What follows belongs to an exercise in optimizing a design on an open flow for small area, a short achievable clock period and few clock cycles; a production flow would make more cautious choices.
RTL that was checked went through simulation tests only; none was proved equivalent to the original.
The RTL of run 1 was laid out without a check of its function.
Power and IR drop assume default switching activity.

**design.v**
```verilog
`default_nettype none
module ksl_front (
   input  wire logic         clock,
   input  wire logic         reset,
   input  wire logic         req_valid,
   output logic              req_stall,
   input  wire logic [8:0]   req_data,
   input  wire logic         csr_we,
   input  wire logic [16:0]  csr_wdata,
   input  wire logic         room,
   input  wire logic [15:0]  last_index,
   output logic              push,
   output logic [45:0]       push_w
);
   localparam logic [5:0] KIND_IDENT   = 6'd31;
   localparam logic [5:0] KIND_NUMBER  = 6'd32;
   localparam logic [5:0] KIND_STRING  = 6'd33;
   localparam logic [5:0] KIND_END     = 6'd57;
   localparam logic [2:0] LM_IDLE   = 3'd0;
   localparam logic [2:0] LM_IDENT  = 3'd1;
   localparam logic [2:0] LM_NUMBER = 3'd2;
   localparam logic [2:0] LM_STRING = 3'd3;
   localparam logic [2:0] LM_LINE   = 3'd4;
   localparam logic [2:0] LM_BLOCK  = 3'd5;
   localparam logic [2:0] LM_PEND   = 3'd6;
   localparam logic [2:0] PD_SLASH = 3'd0;
   localparam logic [2:0] PD_EQ    = 3'd1;
   localparam logic [2:0] PD_BANG  = 3'd2;
   localparam logic [2:0] PD_LT    = 3'd3;
   localparam logic [2:0] PD_GT    = 3'd4;
   localparam logic [2:0] PD_MINUS = 3'd5;
   function automatic logic [9:0] kw_first(input logic [7:0] ch);
      logic [9:0] r;
      logic        hit;
      r   = '0;
      hit = 1'b0;
      r   = r | ({10{ch == 8'd97}} & 10'd339);
      hit = hit | (ch == 8'd97);
      r   = r | ({10{ch == 8'd99}} & 10'd385);
      hit = hit | (ch == 8'd99);
      r   = r | ({10{ch == 8'd100}} & 10'd293);
      hit = hit | (ch == 8'd100);
      r   = r | ({10{ch == 8'd101}} & 10'd558);
      hit = hit | (ch == 8'd101);
      r   = r | ({10{ch == 8'd102}} & 10'd274);
      hit = hit | (ch == 8'd102);
      r   = r | ({10{ch == 8'd103}} & 10'd69);
      hit = hit | (ch == 8'd103);
      r   = r | ({10{ch == 8'd104}} & 10'd143);
      hit = hit | (ch == 8'd104);
      r   = r | ({10{ch == 8'd105}} & 10'd174);
      hit = hit | (ch == 8'd105);
      r   = r | ({10{ch == 8'd107}} & 10'd581);
      hit = hit | (ch == 8'd107);
      r   = r | ({10{ch == 8'd108}} & 10'd841);
      hit = hit | (ch == 8'd108);
      r   = r | ({10{ch == 8'd109}} & 10'd47);
      hit = hit | (ch == 8'd109);
      r   = r | ({10{ch == 8'd111}} & 10'd422);
      hit = hit | (ch == 8'd111);
      r   = r | ({10{ch == 8'd114}} & 10'd9);
      hit = hit | (ch == 8'd114);
      r   = r | ({10{ch == 8'd117}} & 10'd782);
      hit = hit | (ch == 8'd117);
      r   = r | ({10{ch == 8'd119}} & 10'd360);
      hit = hit | (ch == 8'd119);
      kw_first = hit ? r : 10'd992;
   endfunction
   function automatic logic [4:0] kw_exp(input logic [8:0] kn);
      logic [4:0] r;
      logic        hit;
      r   = '0;
      hit = 1'b0;
      r   = r | ({5{kn == 9'd1}} & 5'd14);
      hit = hit | (kn == 9'd1);
      r   = r | ({5{kn == 9'd2}} & 5'd7);
      hit = hit | (kn == 9'd2);
      r   = r | ({5{kn == 9'd17}} & 5'd4);
      hit = hit | (kn == 9'd17);
      r   = r | ({5{kn == 9'd18}} & 5'd21);
      hit = hit | (kn == 9'd18);
      r   = r | ({5{kn == 9'd19}} & 5'd12);
      hit = hit | (kn == 9'd19);
      r   = r | ({5{kn == 9'd20}} & 5'd5);
      hit = hit | (kn == 9'd20);
      r   = r | ({5{kn == 9'd33}} & 5'd14);
      hit = hit | (kn == 9'd33);
      r   = r | ({5{kn == 9'd34}} & 5'd5);
      hit = hit | (kn == 9'd34);
      r   = r | ({5{kn == 9'd35}} & 5'd18);
      hit = hit | (kn == 9'd35);
      r   = r | ({5{kn == 9'd36}} & 5'd1);
      hit = hit | (kn == 9'd36);
      r   = r | ({5{kn == 9'd37}} & 5'd20);
      hit = hit | (kn == 9'd37);
      r   = r | ({5{kn == 9'd38}} & 5'd15);
      hit = hit | (kn == 9'd38);
      r   = r | ({5{kn == 9'd39}} & 5'd18);
      hit = hit | (kn == 9'd39);
      r   = r | ({5{kn == 9'd40}} & 5'd19);
      hit = hit | (kn == 9'd40);
      r   = r | ({5{kn == 9'd49}} & 5'd12);
      hit = hit | (kn == 9'd49);
      r   = r | ({5{kn == 9'd50}} & 5'd1);
      hit = hit | (kn == 9'd50);
      r   = r | ({5{kn == 9'd51}} & 5'd20);
      hit = hit | (kn == 9'd51);
      r   = r | ({5{kn == 9'd52}} & 5'd9);
      hit = hit | (kn == 9'd52);
      r   = r | ({5{kn == 9'd53}} & 5'd15);
      hit = hit | (kn == 9'd53);
      r   = r | ({5{kn == 9'd54}} & 5'd14);
      hit = hit | (kn == 9'd54);
      r   = r | ({5{kn == 9'd55}} & 5'd19);
      hit = hit | (kn == 9'd55);
      r   = r | ({5{kn == 9'd65}} & 5'd13);
      hit = hit | (kn == 9'd65);
      r   = r | ({5{kn == 9'd66}} & 5'd15);
      hit = hit | (kn == 9'd66);
      r   = r | ({5{kn == 9'd67}} & 5'd13);
      hit = hit | (kn == 9'd67);
      r   = r | ({5{kn == 9'd68}} & 5'd15);
      hit = hit | (kn == 9'd68);
      r   = r | ({5{kn == 9'd69}} & 5'd18);
      hit = hit | (kn == 9'd69);
      r   = r | ({5{kn == 9'd70}} & 5'd16);
      hit = hit | (kn == 9'd70);
      r   = r | ({5{kn == 9'd71}} & 5'd8);
      hit = hit | (kn == 9'd71);
      r   = r | ({5{kn == 9'd72}} & 5'd9);
      hit = hit | (kn == 9'd72);
      r   = r | ({5{kn == 9'd73}} & 5'd19);
      hit = hit | (kn == 9'd73);
      r   = r | ({5{kn == 9'd74}} & 5'd13);
      hit = hit | (kn == 9'd74);
      r   = r | ({5{kn == 9'd97}} & 5'd20);
      hit = hit | (kn == 9'd97);
      r   = r | ({5{kn == 9'd98}} & 5'd5);
      hit = hit | (kn == 9'd98);
      r   = r | ({5{kn == 9'd99}} & 5'd7);
      hit = hit | (kn == 9'd99);
      r   = r | ({5{kn == 9'd100}} & 5'd5);
      hit = hit | (kn == 9'd100);
      r   = r | ({5{kn == 9'd101}} & 5'd18);
      hit = hit | (kn == 9'd101);
      r   = r | ({5{kn == 9'd102}} & 5'd19);
      hit = hit | (kn == 9'd102);
      r   = r | ({5{kn == 9'd103}} & 5'd31);
      hit = hit | (kn == 9'd103);
      r   = r | ({5{kn == 9'd104}} & 5'd13);
      hit = hit | (kn == 9'd104);
      r   = r | ({5{kn == 9'd105}} & 5'd15);
      hit = hit | (kn == 9'd105);
      r   = r | ({5{kn == 9'd106}} & 5'd4);
      hit = hit | (kn == 9'd106);
      r   = r | ({5{kn == 9'd113}} & 5'd20);
      hit = hit | (kn == 9'd113);
      r   = r | ({5{kn == 9'd114}} & 5'd9);
      hit = hit | (kn == 9'd114);
      r   = r | ({5{kn == 9'd115}} & 5'd15);
      hit = hit | (kn == 9'd115);
      r   = r | ({5{kn == 9'd116}} & 5'd14);
      hit = hit | (kn == 9'd116);
      r   = r | ({5{kn == 9'd117}} & 5'd1);
      hit = hit | (kn == 9'd117);
      r   = r | ({5{kn == 9'd118}} & 5'd12);
      hit = hit | (kn == 9'd118);
      r   = r | ({5{kn == 9'd119}} & 5'd19);
      hit = hit | (kn == 9'd119);
      r   = r | ({5{kn == 9'd129}} & 5'd5);
      hit = hit | (kn == 9'd129);
      r   = r | ({5{kn == 9'd130}} & 5'd5);
      hit = hit | (kn == 9'd130);
      r   = r | ({5{kn == 9'd131}} & 5'd31);
      hit = hit | (kn == 9'd131);
      r   = r | ({5{kn == 9'd132}} & 5'd13);
      hit = hit | (kn == 9'd132);
      r   = r | ({5{kn == 9'd133}} & 5'd15);
      hit = hit | (kn == 9'd133);
      r   = r | ({5{kn == 9'd134}} & 5'd4);
      hit = hit | (kn == 9'd134);
      r   = r | ({5{kn == 9'd135}} & 5'd21);
      hit = hit | (kn == 9'd135);
      r   = r | ({5{kn == 9'd136}} & 5'd12);
      hit = hit | (kn == 9'd136);
      r   = r | ({5{kn == 9'd137}} & 5'd5);
      hit = hit | (kn == 9'd137);
      r   = r | ({5{kn == 9'd145}} & 5'd6);
      hit = hit | (kn == 9'd145);
      r   = r | ({5{kn == 9'd146}} & 5'd9);
      hit = hit | (kn == 9'd146);
      r   = r | ({5{kn == 9'd147}} & 5'd14);
      hit = hit | (kn == 9'd147);
      r   = r | ({5{kn == 9'd148}} & 5'd5);
      hit = hit | (kn == 9'd148);
      r   = r | ({5{kn == 9'd177}} & 5'd5);
      hit = hit | (kn == 9'd177);
      r   = r | ({5{kn == 9'd178}} & 5'd18);
      hit = hit | (kn == 9'd178);
      r   = r | ({5{kn == 9'd179}} & 5'd5);
      hit = hit | (kn == 9'd179);
      r   = r | ({5{kn == 9'd193}} & 5'd19);
      hit = hit | (kn == 9'd193);
      r   = r | ({5{kn == 9'd194}} & 5'd5);
      hit = hit | (kn == 9'd194);
      r   = r | ({5{kn == 9'd225}} & 5'd3);
      hit = hit | (kn == 9'd225);
      r   = r | ({5{kn == 9'd226}} & 5'd21);
      hit = hit | (kn == 9'd226);
      r   = r | ({5{kn == 9'd227}} & 5'd18);
      hit = hit | (kn == 9'd227);
      r   = r | ({5{kn == 9'd228}} & 5'd19);
      hit = hit | (kn == 9'd228);
      r   = r | ({5{kn == 9'd229}} & 5'd9);
      hit = hit | (kn == 9'd229);
      r   = r | ({5{kn == 9'd230}} & 5'd22);
      hit = hit | (kn == 9'd230);
      r   = r | ({5{kn == 9'd231}} & 5'd5);
      hit = hit | (kn == 9'd231);
      r   = r | ({5{kn == 9'd241}} & 5'd24);
      hit = hit | (kn == 9'd241);
      r   = r | ({5{kn == 9'd242}} & 5'd5);
      hit = hit | (kn == 9'd242);
      r   = r | ({5{kn == 9'd243}} & 5'd4);
      hit = hit | (kn == 9'd243);
      r   = r | ({5{kn == 9'd244}} & 5'd31);
      hit = hit | (kn == 9'd244);
      r   = r | ({5{kn == 9'd245}} & 5'd16);
      hit = hit | (kn == 9'd245);
      r   = r | ({5{kn == 9'd246}} & 5'd15);
      hit = hit | (kn == 9'd246);
      r   = r | ({5{kn == 9'd247}} & 5'd9);
      hit = hit | (kn == 9'd247);
      r   = r | ({5{kn == 9'd248}} & 5'd14);
      hit = hit | (kn == 9'd248);
      r   = r | ({5{kn == 9'd249}} & 5'd20);
      hit = hit | (kn == 9'd249);
      r   = r | ({5{kn == 9'd257}} & 5'd18);
      hit = hit | (kn == 9'd257);
      r   = r | ({5{kn == 9'd258}} & 5'd16);
      hit = hit | (kn == 9'd258);
      r   = r | ({5{kn == 9'd259}} & 5'd8);
      hit = hit | (kn == 9'd259);
      r   = r | ({5{kn == 9'd260}} & 5'd9);
      hit = hit | (kn == 9'd260);
      r   = r | ({5{kn == 9'd261}} & 5'd19);
      hit = hit | (kn == 9'd261);
      r   = r | ({5{kn == 9'd262}} & 5'd13);
      hit = hit | (kn == 9'd262);
      r   = r | ({5{kn == 9'd273}} & 5'd4);
      hit = hit | (kn == 9'd273);
      r   = r | ({5{kn == 9'd274}} & 5'd15);
      hit = hit | (kn == 9'd274);
      r   = r | ({5{kn == 9'd275}} & 5'd13);
      hit = hit | (kn == 9'd275);
      r   = r | ({5{kn == 9'd276}} & 5'd15);
      hit = hit | (kn == 9'd276);
      r   = r | ({5{kn == 9'd277}} & 5'd18);
      hit = hit | (kn == 9'd277);
      r   = r | ({5{kn == 9'd278}} & 5'd16);
      hit = hit | (kn == 9'd278);
      r   = r | ({5{kn == 9'd279}} & 5'd8);
      hit = hit | (kn == 9'd279);
      r   = r | ({5{kn == 9'd280}} & 5'd9);
      hit = hit | (kn == 9'd280);
      r   = r | ({5{kn == 9'd281}} & 5'd19);
      hit = hit | (kn == 9'd281);
      r   = r | ({5{kn == 9'd282}} & 5'd13);
      hit = hit | (kn == 9'd282);
      r   = r | ({5{kn == 9'd289}} & 5'd18);
      hit = hit | (kn == 9'd289);
      r   = r | ({5{kn == 9'd290}} & 5'd14);
      hit = hit | (kn == 9'd290);
      r   = r | ({5{kn == 9'd291}} & 5'd5);
      hit = hit | (kn == 9'd291);
      r   = r | ({5{kn == 9'd292}} & 5'd12);
      hit = hit | (kn == 9'd292);
      r   = r | ({5{kn == 9'd305}} & 5'd1);
      hit = hit | (kn == 9'd305);
      r   = r | ({5{kn == 9'd306}} & 5'd7);
      hit = hit | (kn == 9'd306);
      r   = r | ({5{kn == 9'd307}} & 5'd5);
      hit = hit | (kn == 9'd307);
      r   = r | ({5{kn == 9'd321}} & 5'd13);
      hit = hit | (kn == 9'd321);
      r   = r | ({5{kn == 9'd322}} & 5'd16);
      hit = hit | (kn == 9'd322);
      r   = r | ({5{kn == 9'd323}} & 5'd15);
      hit = hit | (kn == 9'd323);
      r   = r | ({5{kn == 9'd324}} & 5'd19);
      hit = hit | (kn == 9'd324);
      r   = r | ({5{kn == 9'd325}} & 5'd5);
      hit = hit | (kn == 9'd325);
      r   = r | ({5{kn == 9'd337}} & 5'd16);
      hit = hit | (kn == 9'd337);
      r   = r | ({5{kn == 9'd338}} & 5'd12);
      hit = hit | (kn == 9'd338);
      r   = r | ({5{kn == 9'd339}} & 5'd25);
      hit = hit | (kn == 9'd339);
      r   = r | ({5{kn == 9'd353}} & 5'd16);
      hit = hit | (kn == 9'd353);
      r   = r | ({5{kn == 9'd369}} & 5'd12);
      hit = hit | (kn == 9'd369);
      r   = r | ({5{kn == 9'd370}} & 5'd4);
      hit = hit | (kn == 9'd370);
      r   = r | ({5{kn == 9'd385}} & 5'd6);
      hit = hit | (kn == 9'd385);
      r   = r | ({5{kn == 9'd386}} & 5'd15);
      hit = hit | (kn == 9'd386);
      r   = r | ({5{kn == 9'd387}} & 5'd12);
      hit = hit | (kn == 9'd387);
      r   = r | ({5{kn == 9'd388}} & 5'd4);
      hit = hit | (kn == 9'd388);
      r   = r | ({5{kn == 9'd401}} & 5'd12);
      hit = hit | (kn == 9'd401);
      r   = r | ({5{kn == 9'd402}} & 5'd9);
      hit = hit | (kn == 9'd402);
      r   = r | ({5{kn == 9'd403}} & 5'd13);
      hit = hit | (kn == 9'd403);
      r   = r | ({5{kn == 9'd404}} & 5'd9);
      hit = hit | (kn == 9'd404);
      r   = r | ({5{kn == 9'd405}} & 5'd20);
      hit = hit | (kn == 9'd405);
      r   = r | ({5{kn == 9'd417}} & 5'd13);
      hit = hit | (kn == 9'd417);
      r   = r | ({5{kn == 9'd418}} & 5'd9);
      hit = hit | (kn == 9'd418);
      r   = r | ({5{kn == 9'd419}} & 5'd20);
      hit = hit | (kn == 9'd419);
      r   = r | ({5{kn == 9'd433}} & 5'd12);
      hit = hit | (kn == 9'd433);
      r   = r | ({5{kn == 9'd434}} & 5'd20);
      hit = hit | (kn == 9'd434);
      r   = r | ({5{kn == 9'd435}} & 5'd5);
      hit = hit | (kn == 9'd435);
      r   = r | ({5{kn == 9'd436}} & 5'd18);
      hit = hit | (kn == 9'd436);
      r   = r | ({5{kn == 9'd449}} & 5'd13);
      hit = hit | (kn == 9'd449);
      r   = r | ({5{kn == 9'd450}} & 5'd2);
      hit = hit | (kn == 9'd450);
      r   = r | ({5{kn == 9'd451}} & 5'd4);
      hit = hit | (kn == 9'd451);
      r   = r | ({5{kn == 9'd452}} & 5'd1);
      hit = hit | (kn == 9'd452);
      r   = r | ({5{kn == 9'd465}} & 5'd20);
      hit = hit | (kn == 9'd465);
      r   = r | ({5{kn == 9'd466}} & 5'd8);
      hit = hit | (kn == 9'd466);
      r   = r | ({5{kn == 9'd481}} & 5'd9);
      hit = hit | (kn == 9'd481);
      r   = r | ({5{kn == 9'd482}} & 5'd20);
      hit = hit | (kn == 9'd482);
      r   = r | ({5{kn == 9'd483}} & 5'd9);
      hit = hit | (kn == 9'd483);
      r   = r | ({5{kn == 9'd484}} & 5'd1);
      hit = hit | (kn == 9'd484);
      r   = r | ({5{kn == 9'd485}} & 5'd12);
      hit = hit | (kn == 9'd485);
      kw_exp = hit ? r : 5'd0;
   endfunction
   function automatic logic [9:0] kw_alt(input logic [16:0] knc);
      logic [9:0] r;
      logic        hit;
      r   = '0;
      hit = 1'b0;
      r   = r | ({10{knc == 17'd41328}} & 10'd688);
      hit = hit | (knc == 17'd41328);
      r   = r | ({10{knc == 17'd49519}} & 10'd653);
      hit = hit | (knc == 17'd49519);
      r   = r | ({10{knc == 17'd82540}} & 10'd809);
      hit = hit | (knc == 17'd82540);
      r   = r | ({10{knc == 17'd33129}} & 10'd504);
      hit = hit | (knc == 17'd33129);
      r   = r | ({10{knc == 17'd33135}} & 10'd748);
      hit = hit | (knc == 17'd33135);
      r   = r | ({10{knc == 17'd62060}} & 10'd884);
      hit = hit | (knc == 17'd62060);
      r   = r | ({10{knc == 17'd20845}} & 10'd609);
      hit = hit | (knc == 17'd20845);
      r   = r | ({10{knc == 17'd21097}} & 10'd980);
      hit = hit | (knc == 17'd21097);
      r   = r | ({10{knc == 17'd21108}} & 10'd197);
      hit = hit | (knc == 17'd21108);
      r   = r | ({10{knc == 17'd106849}} & 10'd909);
      hit = hit | (knc == 17'd106849);
      r   = r | ({10{knc == 17'd4449}} & 10'd720);
      hit = hit | (knc == 17'd4449);
      r   = r | ({10{knc == 17'd4722}} & 10'd528);
      hit = hit | (knc == 17'd4722);
      r   = r | ({10{knc == 17'd353}} & 10'd244);
      hit = hit | (knc == 17'd353);
      r   = r | ({10{knc == 17'd357}} & 10'd108);
      hit = hit | (knc == 17'd357);
      r   = r | ({10{knc == 17'd12899}} & 10'd469);
      hit = hit | (knc == 17'd12899);
      r   = r | ({10{knc == 17'd45417}} & 10'd948);
      hit = hit | (knc == 17'd45417);
      kw_alt = hit ? r : 10'd992;
   endfunction
   function automatic logic [5:0] single_kind(input logic [7:0] ch);
      logic [5:0] r;
      r = '0;
      r = r | ({6{ch == 8'h2b}} & 6'd39);    
      r = r | ({6{ch == 8'h2a}} & 6'd42);    
      r = r | ({6{ch == 8'h25}} & 6'd44);    
      r = r | ({6{ch == 8'h28}} & 6'd45);    
      r = r | ({6{ch == 8'h29}} & 6'd46);    
      r = r | ({6{ch == 8'h7b}} & 6'd47);    
      r = r | ({6{ch == 8'h7d}} & 6'd48);    
      r = r | ({6{ch == 8'h2c}} & 6'd49);    
      r = r | ({6{ch == 8'h3b}} & 6'd50);    
      r = r | ({6{ch == 8'h3a}} & 6'd53);    
      r = r | ({6{ch == 8'h5b}} & 6'd54);    
      r = r | ({6{ch == 8'h5d}} & 6'd55);    
      r = r | ({6{ch == 8'h2e}} & 6'd56);    
      single_kind = r;
   endfunction
   localparam int CL_W = 11;
   localparam int CL_WORD  = 10;    
   localparam int CL_ALPHA = 9;     
   localparam int CL_DIGIT = 8;
   localparam int CL_QUOTE = 7;
   localparam int CL_NL    = 6;
   localparam int CL_SLASH = 5;
   localparam int CL_STAR  = 4;
   localparam int CL_EQ    = 3;
   localparam int CL_GT    = 2;
   localparam int CL_PEND  = 1;     
   localparam int CL_OP    = 0;     
   function automatic logic [3:0] class_code(input logic [7:0] ch);
      logic alpha, digit;
      alpha = ((ch >= "a") && (ch <= "z")) || ((ch >= "A") && (ch <= "Z")) || (ch == "_");
      digit = (ch >= "0") && (ch <= "9");
      class_code = 4'b1100;
      if (alpha) class_code = 4'b0000;
      if (digit) class_code = 4'b0001;
      if (ch == "/") class_code = 4'b0100;
      if (ch == "=") class_code = 4'b0101;
      if (ch == ">") class_code = 4'b0110;
      if ((ch == "!") || (ch == "<") || (ch == "-")) class_code = 4'b0111;
      if (single_kind(ch) != 6'd0) class_code = 4'b1000;
      if (ch == "*") class_code = 4'b1001;
      if (ch == "\"") class_code = 4'b1101;
      if (ch == 8'd10) class_code = 4'b1110;
   endfunction
   function automatic logic [CL_W-1:0] classes(input logic [3:0] cc);
      classes = {cc[3:2] == 2'b00, cc[3:2] == 2'b00 && !cc[0], cc[3:2] == 2'b00 && cc[0],
                 cc == 4'b1101, cc == 4'b1110, cc == 4'b0100, cc == 4'b1001,
                 cc == 4'b0101, cc == 4'b0110, cc[3:2] == 2'b01, cc[3:2] == 2'b10};
   endfunction
   function automatic logic [15:0] cap4_of(input logic [16:0] l);
      if (l[16]) begin
         cap4_of = 16'd65531;
      end else if (l[15:0] == 16'd0) begin
         cap4_of = 16'hfffc;
      end else begin
         cap4_of = l[15:0] - 16'd5;
      end
   endfunction
   logic              in_v;
   logic [7:0]        c;
   logic              eot;
   logic [3:0]        cc;
   logic [CL_W-1:0]   cl;
   logic              b_v;
   logic [8:0]        b_data;
   logic [8:0]        src;
   logic              load_a;
   logic [2:0]   mode_ff, mode_in;
   logic [2:0]   pend_ff, pend_in;
   logic         star_ff, star_in;
   logic [15:0]  start_ff, start_in;
   logic [5:0]   len_ff, len_in;
   logic [4:0]   kw_ff, kw_in;
   logic [4:0]   kwe_ff, kwe_in;      
   logic [16:0]  pos_ff, pos_in;
   logic         zero_ff, zero_in;    
   logic [15:0]  cnt;                 
   logic         ovf_ff, ovf_in;      
   logic         near_ff, near_in;    
   logic         far_ff, far_in;      
   logic [15:0]  cap4_ff;             
   logic [15:0]  cap4_w;
   logic [2:0]   c_pend;
   logic [5:0]   c_kind, two_kind, flush_kind, flush_len;
   logic         flush_emits;
   assign c_kind   = single_kind(c);
   assign cl       = classes(cc);
   assign cap4_w   = cap4_of(csr_wdata);
   logic         w_cap0, w_cap1, w_cap2;
   assign w_cap0   = (csr_wdata[16:1] == 16'd0);
   assign w_cap1   = (csr_wdata == 17'd2);
   assign w_cap2   = (csr_wdata == 17'd3);
   assign cnt      = zero_ff ? 16'd0 : last_index + 16'd1;
   logic         kw_hit;
   logic [9:0]   kw_f, kw_a;
   assign kw_hit = (c[4:0] == kwe_ff) && c[6] && (c[5] || (kwe_ff == 5'd31));
   assign kw_f   = kw_first(c);
   assign kw_a   = kw_alt({kw_ff, len_ff[3:0], c});
   always_comb begin
      c_pend = PD_SLASH;
      if (c == "=") c_pend = PD_EQ;
      if (c == "!") c_pend = PD_BANG;
      if (c == "<") c_pend = PD_LT;
      if (c == ">") c_pend = PD_GT;
      if (c == "-") c_pend = PD_MINUS;
   end
   always_comb begin
      two_kind = 6'd0;
      if (cl[CL_EQ]) begin
         if (pend_ff == PD_EQ)   two_kind = 6'd34;
         if (pend_ff == PD_BANG) two_kind = 6'd35;
         if (pend_ff == PD_LT)   two_kind = 6'd36;
         if (pend_ff == PD_GT)   two_kind = 6'd37;
      end else if (cl[CL_GT] && (pend_ff == PD_MINUS)) begin
         two_kind = 6'd41;
      end
   end
   always_comb begin
      flush_emits = 1'b1;
      flush_len   = len_ff;
      flush_kind  = 6'd0;
      if (mode_ff == LM_IDENT) begin
         flush_kind = (kwe_ff != 5'd0) ? KIND_IDENT : {1'b0, kw_ff};
      end else if (mode_ff == LM_NUMBER) begin
         flush_kind = KIND_NUMBER;
      end else if (mode_ff == LM_STRING) begin
         flush_kind = KIND_STRING;
      end else if (mode_ff == LM_PEND) begin
         flush_len = 6'd1;
         if (pend_ff == PD_SLASH) flush_kind = 6'd43;
         if (pend_ff == PD_EQ)    flush_kind = 6'd38;
         if (pend_ff == PD_LT)    flush_kind = 6'd51;
         if (pend_ff == PD_GT)    flush_kind = 6'd52;
         if (pend_ff == PD_MINUS) flush_kind = 6'd40;
         flush_emits = (pend_ff != PD_BANG);
      end else begin
         flush_emits = 1'b0;
      end
   end
   logic         quiet, tok_cont;
   logic         emit, split, step, take;
   logic [5:0]   w_kind, w_len;
   logic [15:0]  w_start;
   logic         w_ovf, w_last, w_end;
   always_comb begin
      logic do_flush, do_start;
      mode_in  = mode_ff;
      pos_in   = pos_ff;
      emit     = 1'b0;
      split    = 1'b0;
      w_end    = 1'b0;
      w_kind   = flush_kind;
      w_start  = ((mode_ff == LM_STRING) && (len_ff == 6'd0)) ? pos_ff[15:0] : start_ff;
      w_len    = flush_len;
      w_ovf    = 1'b0;
      do_flush = 1'b0;
      do_start = 1'b0;
      if (eot) begin
         mode_in = LM_IDLE;
         emit    = 1'b1;
         if (!ovf_ff && flush_emits) begin
            split = 1'b1;
         end else begin
            w_end   = 1'b1;
            w_kind  = KIND_END;
            w_start = pos_ff[15:0];
            w_len   = 6'd0;
            w_ovf   = ovf_ff;
            pos_in  = '0;
         end
      end else if (!ovf_ff && !pos_ff[16]) begin
         pos_in = pos_ff + 17'd1;
         case (mode_ff)
            LM_IDENT: begin
               if (!cl[CL_WORD]) begin
                  do_flush = 1'b1;
                  do_start = 1'b1;
               end
            end
            LM_NUMBER: begin
               if (!cl[CL_DIGIT]) begin
                  do_flush = 1'b1;
                  do_start = 1'b1;
               end
            end
            LM_STRING: begin
               if (cl[CL_QUOTE]) do_flush = 1'b1;
            end
            LM_LINE: begin
               if (cl[CL_NL]) mode_in = LM_IDLE;
            end
            LM_BLOCK: begin
               if (star_ff && cl[CL_SLASH]) mode_in = LM_IDLE;
            end
            LM_PEND: begin
               if ((pend_ff == PD_SLASH) && cl[CL_SLASH]) begin
                  mode_in = LM_LINE;
               end else if ((pend_ff == PD_SLASH) && cl[CL_STAR]) begin
                  mode_in = LM_BLOCK;
               end else if (two_kind != 6'd0) begin
                  mode_in = LM_IDLE;
                  emit    = 1'b1;
                  w_kind  = two_kind;
                  w_len   = 6'd2;
               end else begin
                  do_flush = 1'b1;
                  do_start = 1'b1;
               end
            end
            default: begin
               mode_in  = LM_IDLE;
               do_start = 1'b1;
            end
         endcase
         if (do_flush) begin
            mode_in = LM_IDLE;
            if (flush_emits) begin
               emit = 1'b1;
               if (do_start && !near_ff && cl[CL_OP]) begin
                  split  = 1'b1;
                  pos_in = pos_ff;
               end else if (near_ff) begin
                  do_start = 1'b0;
               end
            end
         end
         if (do_start && !split) begin
            if (cl[CL_ALPHA]) begin
               mode_in  = LM_IDENT;
            end else if (cl[CL_DIGIT]) begin
               mode_in  = LM_NUMBER;
            end else if (cl[CL_QUOTE]) begin
               mode_in  = LM_STRING;
            end else if (cl[CL_PEND]) begin
               mode_in  = LM_PEND;
            end else if (cl[CL_OP]) begin
               emit    = 1'b1;
               w_kind  = c_kind;
               w_start = pos_ff[15:0];
               w_len   = 6'd1;
            end
         end
      end
      w_last = !split;
      step   = in_v && (room || quiet);
      take   = step && !split;
      push   = in_v && emit && room;
   end
   assign push_w    = {w_kind, cnt, w_start, w_len, w_ovf, w_last};
   assign tok_cont = ((mode_ff == LM_IDENT) && cl[CL_WORD]) || ((mode_ff == LM_NUMBER) && cl[CL_DIGIT]) ||
                     ((mode_ff == LM_STRING) && !cl[CL_QUOTE]);
   assign quiet = !eot && (ovf_ff || pos_ff[16] || tok_cont || (mode_ff == LM_LINE) ||
                           (mode_ff == LM_BLOCK) || ((mode_ff == LM_IDLE) && !cl[CL_OP]));
   always_comb begin
      pend_in  = c_pend;
      star_in  = (mode_ff == LM_BLOCK) && cl[CL_STAR];
      start_in = pos_ff[15:0];
      len_in   = cl[CL_QUOTE] ? 6'd0 : 6'd1;
      kw_in    = kw_f[9:5];
      kwe_in   = kw_f[4:0];
      if (tok_cont) begin
         len_in = (len_ff == 6'd63) ? len_ff : len_ff + 6'd1;
      end
      if (tok_cont && !((mode_ff == LM_STRING) && (len_ff == 6'd0))) begin
         start_in = start_ff;
      end
      if (mode_ff == LM_IDENT) begin
         kw_in  = kw_hit ? kw_ff : kw_a[9:5];
         kwe_in = kw_hit ? ((len_ff[5:4] == 2'b00) ? kw_exp({kw_ff, len_ff[3:0]}) : 5'd0) : kw_a[4:0];
      end
      if (pos_ff[16]) begin
         pend_in  = pend_ff;
         start_in = start_ff;
         len_in   = len_ff;
         kw_in    = kw_ff;
         kwe_in   = kwe_ff;
      end
   end
   logic  in_v_in, b_v_in, eot_in, stall_ff;
   assign load_a    = !in_v || take;
   assign src       = b_v ? b_data : req_data;
   assign req_stall = stall_ff;
   always_comb begin
      in_v_in = in_v;
      b_v_in  = b_v;
      eot_in  = eot;
      if (load_a) begin
         in_v_in = b_v || (req_valid && !req_stall);
         b_v_in  = 1'b0;
         eot_in  = src[0];
      end else if (req_valid && !req_stall) begin
         b_v_in  = 1'b1;
      end
   end
   always_ff @(posedge clock) begin
      if (reset) begin
         in_v     <= 1'b0;
         b_v      <= 1'b0;
         stall_ff <= 1'b0;
      end else begin
         in_v     <= in_v_in;
         b_v      <= b_v_in;
         stall_ff <= b_v_in || (in_v_in && eot_in);
      end
      eot <= eot_in;
      if (load_a) begin
         c  <= src[8:1];
         cc <= class_code(src[8:1]);
      end
      if (!req_stall) begin
         b_data <= req_data;
      end
   end
   always_comb begin
      zero_in = zero_ff;
      ovf_in  = ovf_ff;
      near_in = near_ff;
      far_in  = far_ff;
      if (push && w_end) begin
         zero_in = 1'b1;
         ovf_in  = csr_we ? w_cap0 : (cap4_ff == 16'hfffc);
         near_in = csr_we ? w_cap1 : (cap4_ff == 16'hfffd);
         far_in  = csr_we ? w_cap2 : (cap4_ff == 16'hfffe);
      end else if (push) begin
         zero_in = 1'b0;
         ovf_in  = near_ff;
         near_in = far_ff;
         far_in  = zero_ff ? (cap4_ff == 16'hffff) : (last_index == cap4_ff);
      end else if (csr_we && !in_v && !b_v) begin
         ovf_in  = w_cap0;
         near_in = w_cap1;
         far_in  = w_cap2;
      end
   end
   always_ff @(posedge clock) begin
      if (reset) begin
         mode_ff <= LM_IDLE;
         pos_ff  <= '0;
         zero_ff <= 1'b1;
         ovf_ff  <= 1'b0;
         near_ff <= 1'b0;
         far_ff  <= 1'b0;
         cap4_ff <= 16'd1019;
      end else begin
         if (csr_we) cap4_ff <= cap4_w;
         zero_ff <= zero_in;
         ovf_ff  <= ovf_in;
         near_ff <= near_in;
         far_ff  <= far_in;
         if (step) begin
            mode_ff <= mode_in;
            pos_ff  <= pos_in;
         end
      end
   end
   always_ff @(posedge clock) begin
      if (step) begin
         pend_ff  <= pend_in;
         star_ff  <= star_in;
         start_ff <= start_in;
         len_ff   <= len_in;
         kw_ff    <= kw_in;
         kwe_ff   <= kwe_in;
      end
   end
endmodule
`default_nettype wire
`default_nettype none
module ksl_tokq (
   input  wire logic          clock,
   input  wire logic          reset,
   input  wire logic          push,
   input  wire logic [45:0]   push_w,
   output logic              room,
   output logic              rsp_valid,
   input  wire logic          rsp_stall,
   output logic [45:0]       rsp_data
);
   logic         v_ff;
   logic [45:0]  w_ff;
   assign rsp_valid = v_ff;
   assign rsp_data  = w_ff;
   assign room      = !v_ff || !rsp_stall;
   always_ff @(posedge clock) begin
      if (reset) begin
         v_ff <= 1'b0;
      end else if (room) begin
         v_ff <= push;
      end
      if (push) begin
         w_ff[39:24] <= push_w[39:24];
      end
      if (room) begin
         w_ff[45:40] <= push_w[45:40];
         w_ff[23:0]  <= push_w[23:0];
      end
   end
endmodule
`default_nettype wire
`default_nettype none
module keyword_source_lexer #(
   parameter int MAX_TEXT_LEN = 65536
) (
   input  wire logic         clock,
   input  wire logic         reset,
   input  wire logic         req_valid,
   output logic             req_stall,
   input  wire logic [8:0]   req_data,
   output logic             rsp_valid,
   input  wire logic         rsp_stall,
   output logic [45:0]      rsp_data,
   input  wire logic         csr_we,
   input  wire logic [16:0]  csr_wdata
);
   logic         room;
   logic         push;
   logic [45:0]  push_w;
   ksl_front u_front (
      .clock     (clock),
      .reset     (reset),
      .req_valid (req_valid),
      .req_stall (req_stall),
      .req_data  (req_data),
      .csr_we    (csr_we),
      .csr_wdata (csr_wdata),
      .room      (room),
      .last_index(rsp_data[39:24]),
      .push      (push),
      .push_w    (push_w)
   );
   ksl_tokq u_tokq (
      .clock     (clock),
      .reset     (reset),
      .push      (push),
      .push_w    (push_w),
      .room      (room),
      .rsp_valid (rsp_valid),
      .rsp_stall (rsp_stall),
      .rsp_data  (rsp_data)
   );
endmodule
`default_nettype wire
```
**flow/run.sh**
```bash
#!/bin/bash
# The standard layout, with the smallest buffer on each port instead of the
# default delay-cell buffer, and timing repair aiming 5.75 ns below the clock period
set -euo pipefail
export BUFFER_PORTS_ARGS="-buffer_cell sky130_fd_sc_hd__buf_1"
export SETUP_SLACK_MARGIN=5.75
bash standard.sh finish > standard_finish.log 2>&1
```
**standard.sh**
```bash
#!/bin/bash
# synth_recipe.tcl (not shown) runs the flow's synth.tcl, then flattens the netlist and writes it again
# the make line also repeats each setting of config.mk as NAME=value (left out here)
make -C /OpenROAD-flow-scripts/flow DESIGN_CONFIG=/design/flow/config.mk WORK_HOME=/design/flow/orfs CLKGATE_MAP_FILE= SYNTH_SCRIPT=/design/flow/synth_recipe.tcl "${@:-finish}"
```
**config.mk**
```make
export PLATFORM = sky130hd
export DESIGN_NAME = keyword_source_lexer
export DESIGN_NICKNAME = keyword_source_lexer
export VERILOG_FILES = /design/flow/design.v
export SDC_FILE = /design/flow/constraint.sdc
export NUM_CORES = 4
export LEC_CHECK = 0
export ABC_AREA = 1
export CAP_MARGIN = 20
export CORE_MARGIN = 2
export CORE_UTILIZATION = 40
export CTS_BUF_LIST = sky130_fd_sc_hd__clkbuf_8
export SLEW_MARGIN = 20
```
**constraint.sdc**
```tcl
create_clock -name core_clock -period 8.5 [get_ports {clock}]
set_input_delay 1.7000 -clock core_clock [delete_from_list [all_inputs] [get_ports {clock}]]
set_output_delay 1.7000 -clock core_clock [all_outputs]
set_load 0.01 [all_outputs]
```
==> flow_summary.toml, run 1 <==
[floorplan]
die_x_um = 173.2
fp-row-count = 61
core_um2 = 28010
die_y_um = 173.2
pin_count = 79
dieArea_um2 = 30010
start_util = 0.4089

[worst_setup_path]
critPathArrivalTime_ns = 1.02
crit_path_max_fanout = 2
worst_ep_required_time_ns = 6.80
worst-path-buf-inv = 1
worstPathCellList = "buf_1"
crit_type = "reg2out"
cpPeakStageDelay_ns = 0.42
crit_family = "flip-flops"
start_kind = "flip-flop"
worstSetupEndpointType = "output port"
cp_slowest_cell = "edfxtp_1"

[yosys]
yosys_warnings = 2
synthArstFlopShare = 0
post_synth.cell_area_avg_um2 = 6.851
syn-instance-count = 1672
yosysTopAreaCell = "edfxtp_1"
yosysTopAreaCellShare = 0.2700
synth_area_leaders = "edfxtp_1 27%, nand2_1 12%, dfxtp_1 7.9%, nor2_1 7.8%, inv_1 6.8%"
synth_seq_cells = 148
synth_flop_cell = "edfxtp_1"
synth_edf_count = 103
synth-seq-area-share = 0.3487
syn_nets = 1712
yosysMostFrequentCell = "nand2_1"
synth_top_cells_by_count = "362 x nand2_1, 238 x nor2_1, 206 x inv_1"
netlist_area_um2 = 11450
yosysUniqueCellTypes = 61

[cts]
cts_buffer_depth = 2
cts_tree = "yes"
root_buffer = "clkbuf_8"
cts_hold_buf = 0
cts.reportedPaths.clkPinSlew_ns = 0.09
cts_made_buffers = 17
clock_latency_ns = 0.46
clock_sinks = 148
htree_levels = 4

[timing]
finalCriticalPeriod_ns = 2.725
final_max_slew_viol_count = 0
tns_ns = 0
rsz0062_at_grt = "true"
tightest_slew_ns = 0.7583
slew_headroom = 0.4937
setup_viol = 0
finalHoldViolations = 0
finalCritPeriodShare = 0.3205
skew_ns = 0.01675
fmaxAchievable_mhz = 367.0

[global_routing]
antenna_found_initial = 0
grt_pass1_vias = 11640
gr-total-overflow = 0
track_usage = 0.2618
grt_max_degree = 27
grt_pass1_wl_um = 62910

[outcome]
status = "finished clean"

[power_and_ir_drop]
leakage_uw = 0.005987
power_uw = 2064
power_density_nw_per_um2 = 151.7
vdd_drop_max_mv = 0.09088

[route]
drcViolationCount = 0
vias_per_cell = 5.665
ant_nets = 0
drt_pass1_iterations = 8
wire_per_inst_um = 18.31
num_vias = 12400
wl_um = 40080
drt_iter0_drc = 1223

[placed_design]
routabilityCongestion = 1.006
hpwl_um = 29770
io_buffers = 78

[min_path]
hp-class = "reg2reg"

[cells_and_area]
drive_above_1_share = 0.1596
areaGrowthSynthToFinish_pct = 18.77
antenna_cells = 0
num-nets-final = 1838

[flow_run]
max_cap_violations = 0
metrics by stage:
stage               area, µm²  instances  setup WS, ns    util  hold slack (ns)
floorplan               11720       1672         5.315       -           0.4029
global placement        12340       2097         4.733  0.4406           0.4793
detailed placement      12340       2097         4.727  0.4406           0.4776
CTS                     13160       2163         5.744  0.4700           0.4905
global route            13600       2189         5.649  0.4857           0.5342
finish                  13600       2189         5.775  0.4857           0.4886
layout make-up:
| class | count | area [µm²] |
|---|---|---|
| clock buffer | 18 | 247.7 |
| clock inverter | 14 | 150.1 |
| fill | 2878 | 14410 |
| inverter | 219 | 887.1 |
| multi-input combinational | 1267 | 6970 |
| sequential | 148 | 4000 |
| tap | 378 | 473.0 |
| timing repair buffer | 143 | 865.8 |
| timing repair inverter | 2 | 10.01 |
layout by cell type, fill, tap and decap left out, types with 16 or more instances in the layout:
| cell | Yosys | final |
|---|---|---|
| clkbuf_8 | 0 | 18 |
| o21ai_0 | 118 | 99 |
| xor2_1 | 28 | 28 |
| mux2i_1 | 16 | 16 |
| a21oi_1 | 84 | 79 |
| nor2_1 | 238 | 210 |
| nand4_1 | 67 | 67 |
| edfxtp_1 | 103 | 103 |
| nor4_1 | 24 | 22 |
| nor2_4 | 4 | 19 |
| buf_1 | 0 | 62 |
| nor2_2 | 5 | 18 |
| buf_4 | 4 | 60 |
| inv_2 | 9 | 16 |
| nand2_1 | 362 | 334 |
| nor3_1 | 49 | 45 |
| nand2_4 | 1 | 17 |
| inv_1 | 206 | 191 |
| nand3_1 | 109 | 105 |
| nand2_2 | 13 | 25 |
| dfxtp_1 | 45 | 42 |
layer usage:
| metal | part of all wire | track usage |
|---|---|---|
| met5 | 0 | 0 |
| met4 | 0.036 | 0.1063 |
| met3 | 0.084 | 0.04452 |
| met2 | 0.43 | 0.3968 |
| met1 | 0.45 | 0.3699 |
worst paths after layout:
| kind | slack [ns] | end | depth (start not counted) | startpoint |
|---|---|---|---|---|
| max reg2reg | 5.86 | u_front.kwe_ff[1] | 10 | u_front.kw_ff[0] |
| min | 0.49 | u_front.cap4_ff[9] | 2 | u_front.cap4_ff[9] |
| min reg2reg | 0.49 | u_front.cap4_ff[9] | 2 | u_front.cap4_ff[9] |
| max | 5.78 | rsp_data[25] | 1 | u_tokq.w_ff[25] |
registers in the layout (all words and copies together), names as in the netlist, 3 cells and up:
signal,cells
u_front.mode_ff,3
u_front.b_data,9
u_front.c,8
u_front.start_ff,16
u_front.cap4_ff,16
u_front.pos_ff,17
u_front.len_ff,6
u_tokq.w_ff,46
u_front.kwe_ff,5
u_front.pend_ff,3
u_front.cc,4
u_front.kw_ff,5
power by group:
group          total, µW  internal, µW  switching (µW)  leakage [µW]
clock network        568           272             296      0.000202
logic                577           184             393       0.00438
registers            920           872            48.4       0.00141
total               2060          1330             737       0.00599
logic make-up (layout without fill, tap and decap cells):
group	count (synthesis)	in the layout	synth area share
fa+ha+maj	9	9	0.009831
flops	148	148	0.3487
compound gates	298	298	0.1565
xor+xnor	37	37	0.02829
simple gates	906	907	0.3525
mux	16	16	0.01398
buf+inv	258	396	0.09022
timing repair:
action | 4_1_cts | 5_1_grt
resized for setup | 39 | 87
setup buffers | 31 | 26
endpoints found under the setup margin | 126 | 135
cloned | 3 | 0
pin swaps | 2 | 11
==> run 2: changes to the inputs <==
--- a/design.v
+++ b/design.v
@@ -539,7 +539,6 @@
          flush_emits = 1'b0;
       end
    end
-   logic         quiet, tok_cont;
    logic         emit, split, step, take;
    logic [5:0]   w_kind, w_len;
    logic [15:0]  w_start;
@@ -644,15 +643,14 @@
          end
       end
       w_last = !split;
-      step   = in_v && (room || quiet);
+      step   = in_v && room;
       take   = step && !split;
       push   = in_v && emit && room;
    end
    assign push_w    = {w_kind, cnt, w_start, w_len, w_ovf, w_last};
+   logic  tok_cont;
    assign tok_cont = ((mode_ff == LM_IDENT) && cl[CL_WORD]) || ((mode_ff == LM_NUMBER) && cl[CL_DIGIT]) ||
                      ((mode_ff == LM_STRING) && !cl[CL_QUOTE]);
-   assign quiet = !eot && (ovf_ff || pos_ff[16] || tok_cont || (mode_ff == LM_LINE) ||
-                           (mode_ff == LM_BLOCK) || ((mode_ff == LM_IDLE) && !cl[CL_OP]));
    always_comb begin
       pend_in  = c_pend;
       star_in  = (mode_ff == LM_BLOCK) && cl[CL_STAR];
--- a/config.mk
+++ b/config.mk
@@ -6,8 +6,8 @@
 export NUM_CORES = 4
 export LEC_CHECK = 0
 export ABC_AREA = 1
-export CAP_MARGIN = 20
+export CAP_MARGIN = 5
 export CORE_MARGIN = 2
 export CORE_UTILIZATION = 40
 export CTS_BUF_LIST = sky130_fd_sc_hd__clkbuf_8
-export SLEW_MARGIN = 20
+export SLEW_MARGIN = 5
==> run 2 against run 1 <==
Highest routed layer unchanged. Area after synthesis is 3.6% lower. Clock power is 3% lower. Critical path type unchanged. Power is 3.1% lower. Worst hold slack worse by 0.012 ns. Register-to-register slack hardly changed. Still clean. Synthesized cell count is 1.3% lower. Core utilization is 0.14 points lower. Largest power group unchanged.
==> flow_summary.toml, run 2 <==
[min_path]
min_to = "u_front.start_ff[3]"
min_path_cells = 0
hp-class = "reg2reg"
hp-start = "u_front.pos_ff[3]"

[global_routing]
grt_max_degree = 33
antenna_found_initial = 0
grt_pass1_wl_um = 59130
gr-total-overflow = 0
track_usage = 0.2572
grt_pass1_vias = 11260

[cts]
clock_sinks = 148
cts_hold_buf = 0
cts_tree = "yes"
cts.reportedPaths.clkPinSlew_ns = 0.08
cts_buffer_depth = 2
htree_levels = 4
root_buffer = "clkbuf_8"
cts_made_buffers = 17
clock_latency_ns = 0.46

[yosys]
synth_compound_area_frac = 0.1451
yosysTopAreaCell = "edfxtp_1"
yosysMostFrequentCell = "nand2_1"
muxShareOfSynthArea = 0.0009061
yosys_warnings = 2
synth_flop_cell = "edfxtp_1"
yosysUniqueCellTypes = 58
synthArstFlopShare = 0
synth_top_family_by_area = "simple AND/OR/NAND/NOR gates"
synth_edf_count = 103
synth_top_cells_by_count = "367 x nand2_1, 267 x nor2_1, 207 x inv_1"
synth-seq-area-share = 0.3615
syn-instance-count = 1651
synth_area_leaders = "edfxtp_1 28%, nand2_1 12%, nor2_1 9.1%, dfxtp_1 8.2%, inv_1 7.0%"
synthXorXnorAreaFrac = 0.02061
syn_nets = 1691
synth_seq_cells = 148
netlist_area_um2 = 11050
synth-adder-area-share = 0.01019
yosys.area_share.simple = 0.3704
yosysTopAreaCellShare = 0.2800
post_synth.cell_area_avg_um2 = 6.691

[worst_setup_path]
crit_path_max_fanout = 1
rr_worst_depth = 12
rrSetupSlack_ns = 5.86
r2r-end = "u_front.kwe_ff[1]"
crit_family = "flip-flops"
critPathArrivalTime_ns = 1.04
crit_type = "reg2out"
cp_slowest_cell = "edfxtp_1"
start_kind = "flip-flop"
worstSetupEndpointType = "output port"
worst_ep_required_time_ns = 6.80
cpPeakStageDelay_ns = 0.44
worstPathCellList = "buf_1"
worst-path-buf-inv = 1
rr_startpoint = "u_front.len_ff[0]"

[floorplan]
dieArea_um2 = 28960
die_y_um = 170.2
fp-row-count = 60
die_x_um = 170.2
start_util = 0.4088
core_um2 = 27030
pin_count = 79

[timing]
fmaxAchievable_mhz = 364.6
final_max_slew_viol_count = 0
rsz0062_at_grt = "true"
tns_ns = 0
finalCriticalPeriod_ns = 2.742
finalCritPeriodShare = 0.3226
finalHoldViolations = 0
whs_ns = 0.4766
tightest_slew_ns = 0.7513
slew_headroom = 0.4945
setup_viol = 0
skew_ns = 0.02079

[cells_and_area]
seq_area_um2 = 4001
num-nets-final = 1818
drive_above_1_share = 0.1474
largest_reg_flops = 46
fin_cells = 2132
multi_input_area_um2 = 6564
top_register = "u_tokq.w_ff"
areaGrowthSynthToFinish_pct = 18.48
top_regs = "u_tokq.w_ff: 46 flops, u_front.pos_ff: 17 flops"
antenna_cells = 0
final_common_cell = "nand2_1"
mostFrequentLayoutCells = "351 x nand2_1, 229 x nor2_1, 195 x inv_1, 122 x a21oi_1, 112 x nand3_1"
nFillCells = 2788

[route]
wire_per_inst_um = 17.51
drcViolationCount = 0
drt_pass1_iterations = 7
vias_per_cell = 5.580
ant_nets = 0
num_vias = 11900
wl_um = 37340
drt_iter0_drc = 1016

[outcome]
status = "finished clean"

[flow_run]
max_cap_violations = 0

[power_and_ir_drop]
power_uw = 2000
vdd_drop_max_mv = 0.08329
power.internal_uw = 1306
p_sw_uw = 694.5
pwr-share-clk = 0.275
leakage_uw = 0.005600
power_frac_comb = 0.261
p_sw_frac = 0.3472
power_density_nw_per_um2 = 152.8
seqPwrFrac = 0.464

[placed_design]
dp.cells = 2041
routabilityCongestion = 0.9977
hpwl_um = 27480
io_buffers = 78
[run 2: cell types whose count changed after synthesis, sizes merged, moves of 5 or more]
cell    before  now
a21oi       95  124
and3         6    0
clkbuf      21   16
mux2i       16    1
nand4       67   41
nor2       248  281
nor3b        3   10
o211ai      15    9
o21ai      123  106
o221ai      13    1
xor2        28   20
[run 2: through the flow]
step                      cell area, µm²  worst slack, ns    util
final                              13090            5.758  0.4843
after global routing               13090            5.660  0.4843
after CTS                          12550            5.731  0.4643
after detailed placement           11830            4.789  0.4378
after global placement             11830            4.845  0.4378
after floorplan                    11260            5.542       -
[run 2: cell families after synthesis]
logic type / after synthesis
xor+xnor: 26
flops: 148
buf+inv: 252
fa+ha+maj: 9
mux: 1
simple gates: 927
compound gates: 288
[run 2: layout make-up]
cell class,instances,share of cell area
Inverter,218,0.06577
Timing Repair Buffer,139,0.06433
Sequential cell,148,0.3057
Clock buffer,18,0.01893
Clock inverter,14,0.01061
Timing Repair inverter,1,0.0005736
Multi-Input combinational cell,1253,0.5015
Tap cell,341,0.03260
[run 2: power groups by stage]
stage	sequential [µW]	clock, µW	combinational [µW]
floorplan	950	0	301
global placement	947	0	441
detailed placement	949	0	445
CTS	928	559	480
global route	939	590	578
finish	929	550	521
[run 2: metal layers]
| metal | vias up | global-route usage | routed length, µm |
|---|---|---|---|
| met4 | 0 | 0.08919 | 1144 |
| met5 | - | 0 | 0 |
| met2 | 505 | 0.3984 | 16260 |
| met3 | 87 | 0.03674 | 2660 |
| li1 | 5816 | - | - |
| met1 | 5488 | 0.3667 | 17280 |
[run 2: how the worst max path moves through the flow]
stage                               end             from  depth (start not counted)  slack [ns]
floorplan           u_front.start_ff[0]        rsp_stall                          5        5.54
global placement      u_front.pos_ff[3]        rsp_stall                         10        4.84
detailed placement    u_front.pos_ff[3]        rsp_stall                         10        4.79
CTS                        rsp_data[42]  u_tokq.w_ff[42]                          1        5.73
global route             u_front.ovf_ff     csr_wdata[7]                         10        5.66
finish                     rsp_data[42]  u_tokq.w_ff[42]                          1        5.76
[run 2: what timing repair did]
| item | 4_1_cts | 5_1_grt |
|---|---|---|
| pin swaps | 6 | 26 |
| cloned | 2 | 1 |
| endpoints found under the hold margin | 0 | 0 |
| setup endpoints to repair | 112 | 72 |
| gates resized for setup | 29 | 96 |
| setup buffers | 27 | 29 |
Testbench counts of run 2, summed over its fixed seeds: cycles 148,692.
==> run 3: changes to the inputs <==
--- a/config.mk
+++ b/config.mk
@@ -6,8 +6,7 @@
 export NUM_CORES = 4
 export LEC_CHECK = 0
 export ABC_AREA = 1
-export CAP_MARGIN = 5
+export CAP_MARGIN = 20
 export CORE_MARGIN = 2
 export CORE_UTILIZATION = 40
-export CTS_BUF_LIST = sky130_fd_sc_hd__clkbuf_8
-export SLEW_MARGIN = 5
+export SLEW_MARGIN = 20
==> run 3 against run 2 <==
Still clean on timing, DRC and antenna. Sequential share of layout area down 0.60 points. Via count up 0.58%. Wire length up 0.62%. Cell count about the same. Synthesized cell count unchanged. Power up 10%. Combinational power about the same. Setup slack better by 0.010 ns. Clock skew down 0.0035 ns. Register-to-register slack worse by 0.04 ns. Largest power group unchanged. Highest routed layer unchanged.
==> flow_summary.toml, run 3 <==
[outcome]
status = "finished clean"

[cells_and_area]
top_regs = "u_tokq.w_ff: 46 flops, u_front.pos_ff: 17 flops"
antenna_cells = 0
largest_reg_flops = 46
top_register = "u_tokq.w_ff"
areaGrowthSynthToFinish_pct = 20.86
mostFrequentLayoutCells = "349 x nand2_1, 226 x nor2_1, 191 x inv_1, 119 x a21oi_1, 112 x nand3_1"
postLayoutCellArea_um2 = 13350
final_common_cell = "nand2_1"
num-nets-final = 1816
drive_above_1_share = 0.1532

[worst_setup_path]
rr_startpoint = "u_front.len_ff[3]"
worstSetupEndpointType = "output port"
worst-path-buf-inv = 1
crit_type = "reg2out"
cp_slowest_cell = "edfxtp_1"
worst_ep_required_time_ns = 6.80
crit_path_max_fanout = 4
crit_family = "flip-flops"
worstSetupStartpoint = "u_tokq.w_ff[24]"
start_kind = "flip-flop"
critPathArrivalTime_ns = 1.03
cpPeakStageDelay_ns = 0.45
worstPathCellList = "buf_1"

[min_path]
hp-class = "reg2reg"
hp-start = "u_front.pos_ff[3]"

[floorplan]
fp-row-count = 60
pin_count = 79
die_x_um = 170.2
dieArea_um2 = 28960
start_util = 0.4088
core_um2 = 27030
die_y_um = 170.2

[timing]
final_max_slew_viol_count = 0
whs_ns = 0.4654
fmaxAchievable_mhz = 366.0
skew_ns = 0.01733
finalCriticalPeriod_ns = 2.732
fin_ws_ns = 5.768
finalHoldViolations = 0
slew_headroom = 0.4951
tightest_slew_ns = 0.7505
rsz0062_at_grt = "true"
setup_viol = 0
tns_ns = 0
finalCritPeriodShare = 0.3215

[yosys]
syn_nets = 1691
synth_area_leaders = "edfxtp_1 28%, nand2_1 12%, nor2_1 9.1%, dfxtp_1 8.2%, inv_1 7.0%"
post_synth.cell_area_avg_um2 = 6.691
synth_top_cells_by_count = "367 x nand2_1, 267 x nor2_1, 207 x inv_1"
synth_edf_count = 103
synthArstFlopShare = 0
yosysTopAreaCellShare = 0.2800
yosys_warnings = 2
syn-instance-count = 1651
netlist_area_um2 = 11050
synth_seq_cells = 148
yosysUniqueCellTypes = 58
yosysTopAreaCell = "edfxtp_1"
synth_flop_cell = "edfxtp_1"
synth-seq-area-share = 0.3615
yosysMostFrequentCell = "nand2_1"

[flow_run]
max_cap_violations = 0

[route]
drt_pass1_iterations = 6
wire_per_inst_um = 17.64
drcViolationCount = 0
num_vias = 11970
vias_per_cell = 5.617
ant_nets = 0
wl_um = 37570
drt_iter0_drc = 1073

[power_and_ir_drop]
power_frac_comb = 0.237
leakage_uw = 0.005697
power_density_nw_per_um2 = 165.3
p_sw_frac = 0.3279
p_sw_uw = 723.8
vdd_drop_max_mv = 0.08732
pwr-share-clk = 0.341
power.internal_uw = 1484
seqPwrFrac = 0.423

[global_routing]
grt_pass1_wl_um = 59770
grt_max_degree = 33
antenna_found_initial = 0
gr-total-overflow = 0
track_usage = 0.2609
grt_pass1_vias = 11370

[cts]
cts_tree = "yes"
cts_buffer_depth = 2
htree_levels = 4
cts.reportedPaths.clkPinSlew_ns = 0.06
root_buffer = "clkbuf_16"
clock_latency_ns = 0.43
clock_sinks = 148
cts_made_buffers = 17
cts_hold_buf = 0

[placed_design]
routabilityCongestion = 0.9977
hpwl_um = 27480
io_buffers = 78
placed_area_um2 = 11830
dp_slack_ns = 4.789
run 3: cell counts after synthesis:
No cell type changed its count.
run 3: cells by family (layout without fill, tap and decap cells):
family	count (synthesis)	count (layout)	synth area share
compound gates	288	289	0.1451
xor+xnor	26	26	0.02061
fa+ha+maj	9	9	0.01019
buf+inv	252	388	0.09129
flops	148	148	0.3615
mux	1	1	0.0009061
simple gates	927	928	0.3704
run 3: power by group through the flow:
stage	Combinational [µW]	Sequential [µW]	Clock (µW)
after global placement	441	947	0
after CTS	475	932	760
final	522	933	752
after detailed placement	445	949	0
after global routing	579	943	794
after floorplan	301	950	0
run 3: worst paths after layout:
| path | end | slack [ns] | cells after the start |
|---|---|---|---|
| max | rsp_data[24] | 5.77 | 1 |
| min | u_front.start_ff[3] | 0.47 | 0 |
| max reg2reg | u_front.kwe_ff[2] | 5.82 | 15 |
| min reg2reg | u_front.start_ff[3] | 0.47 | 0 |
run 3: timing repair:
| item | CTS | global route |
|---|---|---|
| gates resized for setup | 32 | 122 |
| pin swaps | 12 | 33 |
| endpoints found under the setup margin | 102 | 72 |
| gates cloned | 3 | 0 |
| buffers inserted | 22 | 32 |
run 3: routing by layer:
metal	routed length (µm)	GRT usage
met1	16910	0.3675
met2	16490	0.4023
met3	2946	0.04488
met4	1226	0.09327
met5	0	0
run 3: cell type report:
type | count | area [µm²]
clock buffers | 21 | 450.4
clock inverters | 11 | 127.6
fillers | 2748 | 13670
inverters | 218 | 860.8
multi-input cells | 1253 | 6629
flip-flops and latches | 148 | 4001
well taps | 341 | 426.7
repair buffers | 137 | 848.3
repair inverters | 1 | 7.507
run 3: metrics by stage:
| stage | util | instances | total power [µW] |
|---|---|---|---|
| CTS | 0.4711 | 2098 | 2167 |
| detailed placement | 0.4378 | 2041 | 1393 |
| floorplan | - | 1651 | 1251 |
| global route | 0.4940 | 2130 | 2316 |
| global placement | 0.4378 | 2041 | 1389 |
| finish | 0.4940 | 2130 | 2207 |
==> run 4: changes to the inputs <==
--- a/config.mk
+++ b/config.mk
@@ -9,4 +9,5 @@
 export CAP_MARGIN = 20
 export CORE_MARGIN = 2
 export CORE_UTILIZATION = 40
+export CTS_BUF_LIST = sky130_fd_sc_hd__clkbuf_8
 export SLEW_MARGIN = 20
==> run 4 against run 3 <==
Sequential cell count unchanged. Register-to-register slack improved by 0.04 ns. Clock power down 27%. Sequential power down 0.4%. Synthesized cell count unchanged.
==> flow_summary.toml, run 4 <==
[outcome]
status = "finished clean"

[cts]
htree_levels = 4
cts_made_buffers = 17
root_buffer = "clkbuf_8"
clock_latency_ns = 0.46
cts_tree = "yes"
cts_buffer_depth = 2
clock_sinks = 148
cts_hold_buf = 0
cts.reportedPaths.clkPinSlew_ns = 0.08

[global_routing]
grt_max_degree = 33
track_usage = 0.2572
antenna_found_initial = 0
gr-total-overflow = 0
grt_pass1_vias = 11260
grt_pass1_wl_um = 59130

[timing]
fmaxAchievable_mhz = 364.6
tns_ns = 0
skew_ns = 0.02079
finalCritPeriodShare = 0.3226
tightest_slew_ns = 0.7513
rsz0062_at_grt = "true"
setup_viol = 0
finalCriticalPeriod_ns = 2.742
fin_ws_ns = 5.758
slew_headroom = 0.4945
finalHoldViolations = 0
final_max_slew_viol_count = 0

[cells_and_area]
areaGrowthSynthToFinish_pct = 18.48
final_common_cell = "nand2_1"
mostFrequentLayoutCells = "351 x nand2_1, 229 x nor2_1, 195 x inv_1, 122 x a21oi_1, 112 x nand3_1"
final_util = 0.4843
nFillCells = 2788
num-nets-final = 1818
top_register = "u_tokq.w_ff"
top_regs = "u_tokq.w_ff: 46 flops, u_front.pos_ff: 17 flops"
antenna_cells = 0
largest_reg_flops = 46
drive_above_1_share = 0.1474

[worst_setup_path]
rr_worst_depth = 12
rrSetupSlack_ns = 5.86
worstSetupEndpointType = "output port"
worstPathCellList = "buf_1"
crit_cells = 1
crit_type = "reg2out"
worstSetupStartpoint = "u_tokq.w_ff[42]"
worst_ep_required_time_ns = 6.80
critPathArrivalTime_ns = 1.04
crit_end = "rsp_data[42]"
worst-path-buf-inv = 1
cp_slowest_cell = "edfxtp_1"
start_kind = "flip-flop"
rr_startpoint = "u_front.len_ff[0]"
crit_path_max_fanout = 1
cpPeakStageDelay_ns = 0.44
r2r-end = "u_front.kwe_ff[1]"
crit_family = "flip-flops"

[route]
drt_iter0_drc = 1016
drt_pass1_iterations = 7
ant_nets = 0
wire_per_inst_um = 17.51
num_vias = 11900
vias_per_cell = 5.580
drcViolationCount = 0
wl_um = 37340

[yosys]
netlist_area_um2 = 11050
yosys.area_share.simple = 0.3704
synth_top_family_by_area = "simple AND/OR/NAND/NOR gates"
synthArstFlopShare = 0
synth-seq-area-share = 0.3615
synth_seq_cells = 148
yosysUniqueCellTypes = 58
syn-instance-count = 1651
synth-adder-area-share = 0.01019
synth_compound_area_frac = 0.1451
yosysTopAreaCell = "edfxtp_1"
syn_nets = 1691
synth_edf_count = 103
synth_area_leaders = "edfxtp_1 28%, nand2_1 12%, nor2_1 9.1%, dfxtp_1 8.2%, inv_1 7.0%"
muxShareOfSynthArea = 0.0009061
synth_flop_cell = "edfxtp_1"
synthXorXnorAreaFrac = 0.02061
yosys_warnings = 2
post_synth.cell_area_avg_um2 = 6.691
yosysTopAreaCellShare = 0.2800
synth_top_cells_by_count = "367 x nand2_1, 267 x nor2_1, 207 x inv_1"
yosysMostFrequentCell = "nand2_1"

[floorplan]
die_y_um = 170.2
start_util = 0.4088
dieArea_um2 = 28960
pin_count = 79
fp-row-count = 60
core_um2 = 27030
die_x_um = 170.2

[min_path]
hp-start = "u_front.pos_ff[3]"
hp-class = "reg2reg"

[placed_design]
dp_slack_ns = 4.789
routabilityCongestion = 0.9977
hpwl_um = 27480
io_buffers = 78

[flow_run]
max_cap_violations = 0

[power_and_ir_drop]
power_density_nw_per_um2 = 152.8
leakage_uw = 0.005600
vdd_drop_max_mv = 0.08329
run 4: layout make-up:
class	count	area [µm²]	area share
Multi-Input combinational cell	1253	6564	0.5015
Clock inverter	14	138.9	0.01061
Sequential cell	148	4001	0.3057
Tap cell	341	426.7	0.03260
Timing Repair Buffer	139	842.1	0.06433
Timing Repair inverter	1	7.507	0.0005736
Inverter	218	860.8	0.06577
Clock buffer	18	247.7	0.01893
run 4: logic make-up after synthesis:
logic type / count (synthesis)
and+or+nand+nor: 927
AOI/OAI and AO/OA: 288
buffers and inverters: 252
DFF: 148
xor gates and xnor gates: 26
adders and majority gates: 9
muxes: 1
run 4: worst register-to-register path: cells and delay by family, from the launching register on:
family	cells	cell delay, ns
AND/OR/NAND/NOR	6	0.77
AO/OA/AOI/OAI	2	0.67
flip-flops	1	0.43
buffers and inverters	3	0.27
adder cells (fa/ha/maj)	1	0.26
run 4: layer usage:
metal,share of wire,track usage
met5,0,0
met4,0.031,0.08919
met1,0.46,0.3667
met3,0.071,0.03674
met2,0.44,0.3984
run 4: worst min-delay path by stage:
stage	cells past startpoint	end	slack [ns]
after floorplan	0	u_front.start_ff[14]	0.41
after global placement	0	u_front.start_ff[3]	0.45
after detailed placement	0	u_front.start_ff[3]	0.45
after CTS	0	u_front.start_ff[3]	0.47
after global routing	0	u_front.start_ff[3]	0.49
final	0	u_front.start_ff[3]	0.48
run 4: power breakdown:
part | internal (µW) | switching (µW) | leakage (µW)
logic | 167 | 355 | 0.00399
registers | 871 | 57.0 | 0.00141
clock network | 267 | 283 | 0.000200
total | 1310 | 694 | 0.00560
run 4: stage by stage:
step | area, µm² | power, µW | std cells | hold slack [ns]
4_1_cts | 12550 | 1967 | 2102 | 0.4714
6_report | 13090 | 2000 | 2132 | 0.4766
2_1_floorplan | 11260 | 1251 | 1651 | 0.4064
5_1_grt | 13090 | 2107 | 2132 | 0.4871
3_3_place_gp | 11830 | 1389 | 2041 | 0.4458
3_5_place_dp | 11830 | 1393 | 2041 | 0.4550
run 4: repair_timing:
action,CTS,global route
pin swaps,6,26
buffers inserted,27,29
gates resized for setup,29,96
cloned,2,1
setup endpoints to repair,112,72

-- separate check: timing with driven ports --
How much do the figures lean on ideal ports? The routed layouts below were timed once more, with nothing changed but the port constraints. Step 1, drivers: a clkbuf_16 drives clock and a buf_2 each remaining input, both assumed. Step 2, shift: input delay + t, output delay - t, t = (earliest + latest rising clock arrival at the registers) / 2. This alone moves slack from input paths to output paths. a / b / c = ideal ports / drivers / drivers and shift; a / b = the first two.
run	t (ns)	setup WS [ns]	latest minus earliest clock arrival (ns)	slew at the worst register clock pin (ns)	pins driven straight from the clock port
run 1	0.497	5.775 / 5.728 / 5.356	0.018 / 0.019	0.10 / 0.10	1
run 2	0.488	5.758 / 5.716 / 5.309	0.022 / 0.022	0.10 / 0.10	1
run 3	0.469	5.768 / 5.721 / 5.323	0.018 / 0.017	0.07 / 0.07	1
run 4	0.488	5.758 / 5.716 / 5.309	0.022 / 0.022	0.10 / 0.10	1
After both steps every run listed still meets setup and hold.
